This is an optimization exercise on Yosys and OpenROAD, whose aim is small area and a short achievable clock period, not a production implementation. RTL that was checked went through simulation tests only; none was proved equivalent to the original. No activity file was given, so power comes from the tool's default toggle rates.

==> module circ_ram, before the edit <==
module circ_ram
#(
  parameter int DATA_W = adc_pkg::ADC_DATA_W,
  parameter int DEPTH  = 255
) (
  input  logic              clk_i,
  input  logic              shift_i,
  input  logic [DATA_W-1:0] wdata_i,
  output logic [DATA_W-1:0] rdata_o
);
  logic [DATA_W-1:0] sr_q [DEPTH];
  always_ff @(posedge clk_i) begin
    if (shift_i) begin
      sr_q[0] <= wdata_i;
      for (int i = 1; i < DEPTH; i++) begin
        sr_q[i] <= sr_q[i-1];
      end
    end
  end
  assign rdata_o = sr_q[DEPTH-1];
endmodule
==> module adc_circ_buffer, before the edit <==
module adc_circ_buffer
#(
  parameter int DATA_W    = adc_pkg::ADC_DATA_W,
  parameter int ADDR_W    = adc_pkg::ADC_ADDR_W,
  parameter int POST_TRIG = 192
) (
  input  logic              FASTCLK,
  input  logic              RESET_n,
  input  logic [DATA_W-1:0] IN_DATA,
  input  logic              IN_WE,
  input  logic              ARM,
  input  logic              TRIG,
  input  logic              RD_READY,
  output logic [DATA_W-1:0] RD_DATA,
  output logic              RD_VALID,
  output logic              RD_LAST,
  output logic [ADDR_W-1:0] TRIG_ADDR,
  output logic              BUSY,
  output logic              TRIG_LOST
);
  localparam int DEPTH = 1 << ADDR_W;
  localparam int PRE   = DEPTH - POST_TRIG;
  localparam logic [ADDR_W-1:0] PRE_END  = ADDR_W'(PRE - 1);
  localparam logic [ADDR_W-1:0] POST_END = ADDR_W'(POST_TRIG - 1);
  localparam logic [ADDR_W-1:0] RD_END   = ADDR_W'(DEPTH - 2);
  logic s_fill_q, s_armed_q, s_post_q, s_read_q, busy_q;
  logic s_fill_d, s_armed_d, s_post_d, s_read_d, busy_d;
  logic [ADDR_W-1:0] wr_ptr_q, wr_ptr_d;
  logic [ADDR_W-1:0] trig_addr_q, trig_addr_d;
  logic [ADDR_W-1:0] cnt_q, cnt_d;
  logic              trig_lost_q, trig_lost_d;
  logic              rd_valid_q, rd_valid_d;
  logic              rd_last_q, rd_last_d;
  logic              rv_q, rv_d;
  logic              last_q, last_d;
  logic              idle;
  logic [DATA_W-1:0] rd_data_q, rd_data_d;
  logic [DATA_W-1:0] wd_q;
  logic              wv_q;
  logic              wr_en;
  logic              xfer;
  logic              shift;
  logic [DATA_W-1:0] sr_out;
  assign wr_en = IN_WE && (s_fill_q || s_armed_q || s_post_q);
  assign xfer  = rv_q && RD_READY;
  assign idle  = !(s_fill_q || s_armed_q || s_post_q || s_read_q);
  assign shift = wv_q || xfer;
  circ_ram #(
    .DATA_W(DATA_W),
    .DEPTH (DEPTH - 1)
  ) u_ram (
    .clk_i  (FASTCLK),
    .shift_i(shift),
    .wdata_i(wd_q),
    .rdata_o(sr_out)
  );
  always_ff @(posedge FASTCLK) begin
    wd_q <= IN_DATA;
    wv_q <= wr_en;
  end
  always_comb begin
    s_fill_d    = s_fill_q;
    s_armed_d   = s_armed_q;
    s_post_d    = s_post_q;
    s_read_d    = s_read_q;
    wr_ptr_d    = wr_en ? wr_ptr_q + 1'b1 : wr_ptr_q;
    trig_addr_d = trig_addr_q;
    cnt_d       = cnt_q;
    trig_lost_d = trig_lost_q;
    if (idle) begin
      if (ARM) begin
        s_fill_d    = 1'b1;
        cnt_d       = '0;
        trig_lost_d = 1'b0;
      end
    end
    if (s_fill_q) begin
      if (TRIG) trig_lost_d = 1'b1;
      if (IN_WE) begin
        cnt_d = cnt_q + 1'b1;
        if (cnt_q == PRE_END) begin
          s_fill_d  = 1'b0;
          s_armed_d = 1'b1;
        end
      end
    end
    if (s_armed_q) begin
      if (TRIG) begin
        s_armed_d   = 1'b0;
        s_post_d    = 1'b1;
        trig_addr_d = wr_ptr_q;
        cnt_d       = {{(ADDR_W-1){1'b0}}, IN_WE};
      end
    end
    if (s_post_q) begin
      if (IN_WE) begin
        cnt_d = cnt_q + 1'b1;
        if (cnt_q == POST_END) begin
          s_post_d = 1'b0;
          s_read_d = 1'b1;
          cnt_d    = '0;
        end
      end
    end
    if (s_read_q) begin
      if (xfer) begin
        cnt_d = cnt_q + 1'b1;
        if (last_q) s_read_d = 1'b0;
      end
    end
  end
  assign busy_d     = s_fill_d || s_armed_d || s_post_d || s_read_d;
  assign rd_valid_d = s_read_q && !(xfer && last_q);
  assign rd_last_d  = s_read_q && (xfer ? (cnt_q == RD_END) : rd_last_q);
  assign rv_d       = s_read_q && s_read_d;
  assign last_d     = s_read_d && (cnt_d == '1);
  assign rd_data_d  = (s_read_q && (!rv_q || RD_READY)) ?
                      (last_q ? '0 : sr_out) : rd_data_q;
  always_ff @(posedge FASTCLK) begin
    if (!RESET_n) begin
      s_fill_q    <= 1'b0;
      s_armed_q   <= 1'b0;
      s_post_q    <= 1'b0;
      s_read_q    <= 1'b0;
      busy_q      <= 1'b0;
      wr_ptr_q    <= '0;
      trig_addr_q <= '0;
      cnt_q       <= '0;
      trig_lost_q <= 1'b0;
      rd_valid_q  <= 1'b0;
      rd_last_q   <= 1'b0;
      rv_q        <= 1'b0;
      last_q      <= 1'b0;
      rd_data_q   <= '0;
    end else begin
      s_fill_q    <= s_fill_d;
      s_armed_q   <= s_armed_d;
      s_post_q    <= s_post_d;
      s_read_q    <= s_read_d;
      busy_q      <= busy_d;
      wr_ptr_q    <= wr_ptr_d;
      trig_addr_q <= trig_addr_d;
      cnt_q       <= cnt_d;
      trig_lost_q <= trig_lost_d;
      rd_valid_q  <= rd_valid_d;
      rd_last_q   <= rd_last_d;
      rv_q        <= rv_d;
      last_q      <= last_d;
      rd_data_q   <= rd_data_d;
    end
  end
  assign RD_VALID  = rd_valid_q;
  assign RD_DATA   = rd_data_q;
  assign RD_LAST   = rd_last_q;
  assign TRIG_ADDR = trig_addr_q;
  assign BUSY      = busy_q;
  assign TRIG_LOST = trig_lost_q;
endmodule
make LEC_CHECK=0 CAP_MARGIN=20 CORE_MARGIN=2 CORE_UTILIZATION=65 SETUP_SLACK_MARGIN=3.5 SLEW_MARGIN=20 finish   # period 6.0 ns
run.sh (not shown) runs the stock make flow with config.mk's settings and CLKGATE_MAP_FILE= SYNTH_SCRIPT=/design/flow/synth_recipe.tcl, a recipe that flattens the netlist after the stock synthesis.
Change:
--- a/flow/design.v
+++ b/flow/design.v
@@ -19,21 +19,22 @@
   parameter int DEPTH  = 255
 ) (
   input  logic              clk_i,
   input  logic              shift_i,
+  input  logic              hold_i,
   input  logic [DATA_W-1:0] wdata_i,
-  output logic [DATA_W-1:0] rdata_o
+  output logic [DATA_W-1:0] tail_o,
+  output logic [DATA_W-1:0] tail1_o
 );
   logic [DATA_W-1:0] sr_q [DEPTH];
   always_ff @(posedge clk_i) begin
-    if (shift_i) begin
-      sr_q[0] <= wdata_i;
-      for (int i = 1; i < DEPTH; i++) begin
-        sr_q[i] <= sr_q[i-1];
-      end
+    sr_q[0] <= (wdata_i & {DATA_W{shift_i}}) | (sr_q[0] & {DATA_W{hold_i}});
+    for (int i = 1; i < DEPTH; i++) begin
+      sr_q[i] <= (sr_q[i-1] & {DATA_W{shift_i}}) | (sr_q[i] & {DATA_W{hold_i}});
     end
   end
-  assign rdata_o = sr_q[DEPTH-1];
+  assign tail_o  = sr_q[DEPTH-1];
+  assign tail1_o = sr_q[DEPTH-2];
 endmodule
 module adc_circ_buffer
 #(
   parameter int DATA_W    = adc_pkg::ADC_DATA_W,
@@ -71,29 +72,32 @@
   logic              last_q, last_d;
   logic              idle;
   logic [DATA_W-1:0] rd_data_q, rd_data_d;
   logic [DATA_W-1:0] wd_q;
-  logic              wv_q;
+  logic              shift_q, hold_q;
+  logic              pend_q;
   logic              wr_en;
   logic              xfer;
-  logic              shift;
-  logic [DATA_W-1:0] sr_out;
+  logic [DATA_W-1:0] sr_tail, sr_tail1;
   assign wr_en = IN_WE && (s_fill_q || s_armed_q || s_post_q);
   assign xfer  = rv_q && RD_READY;
   assign idle  = !(s_fill_q || s_armed_q || s_post_q || s_read_q);
-  assign shift = wv_q || xfer;
   circ_ram #(
     .DATA_W(DATA_W),
     .DEPTH (DEPTH - 1)
   ) u_ram (
     .clk_i  (FASTCLK),
-    .shift_i(shift),
+    .shift_i(shift_q),
+    .hold_i (hold_q),
     .wdata_i(wd_q),
-    .rdata_o(sr_out)
+    .tail_o (sr_tail),
+    .tail1_o(sr_tail1)
   );
   always_ff @(posedge FASTCLK) begin
-    wd_q <= IN_DATA;
-    wv_q <= wr_en;
+    wd_q    <= IN_DATA;
+    shift_q <= wr_en || xfer;
+    hold_q  <= !(wr_en || xfer);
+    pend_q  <= xfer;
   end
   always_comb begin
     s_fill_d    = s_fill_q;
     s_armed_d   = s_armed_q;
@@ -148,11 +152,11 @@
   assign busy_d     = s_fill_d || s_armed_d || s_post_d || s_read_d;
   assign rd_valid_d = s_read_q && !(xfer && last_q);
   assign rd_last_d  = s_read_q && (xfer ? (cnt_q == RD_END) : rd_last_q);
   assign rv_d       = s_read_q && s_read_d;
-  assign last_d     = s_read_d && (cnt_d == '1);
+  assign last_d     = s_read_q && ((RD_READY && rv_q) ? (cnt_q == RD_END) : last_q);
   assign rd_data_d  = (s_read_q && (!rv_q || RD_READY)) ?
-                      (last_q ? '0 : sr_out) : rd_data_q;
+                      (last_q ? '0 : (pend_q ? sr_tail1 : sr_tail)) : rd_data_q;
   always_ff @(posedge FASTCLK) begin
     if (!RESET_n) begin
       s_fill_q    <= 1'b0;
       s_armed_q   <= 1'b0;
Outcome: First-iteration DRC count went up by 24%; setup slack is about the same; wire length went up by about 30%; clock skew stays flat; combinational power went up by about 80%; final cell count went up by about 50%; utilization went down by 1.8 points.
No functional check of the RTL was part of the first run of this note.

[static timing again, ports no longer ideal]
The flow's constraints put no driver on any port. The routed layouts listed below were extracted and timed again, unchanged, in two steps. Step 1, drivers: a clkbuf_16 drives FASTCLK and a buf_2 each remaining input, both assumed. Step 2 moves the port delays by t, midway between the first and last clock arrival at a register: inputs arrive t later, outputs are due t later. That takes back most of the time a late clock gives input paths. a / b / c = no drivers / after step 1 / after step 2; a / b = the first two.
run	shift t [ns]	setup WS [ns]	slew at the worst register clock pin (ns)	worst data-port slew with drivers (ns)
the first run	0.927	3.440 / 3.434 / 2.568	0.06 / 0.06	0.05
the second run	0.926	3.437 / 3.361 / 2.864	0.07 / 0.07	0.12
After both steps setup and hold are still met in every run listed. For the first run, which loses most, drivers alone change the setup slack by -0.006 ns; drivers and shift together by -0.872 ns.
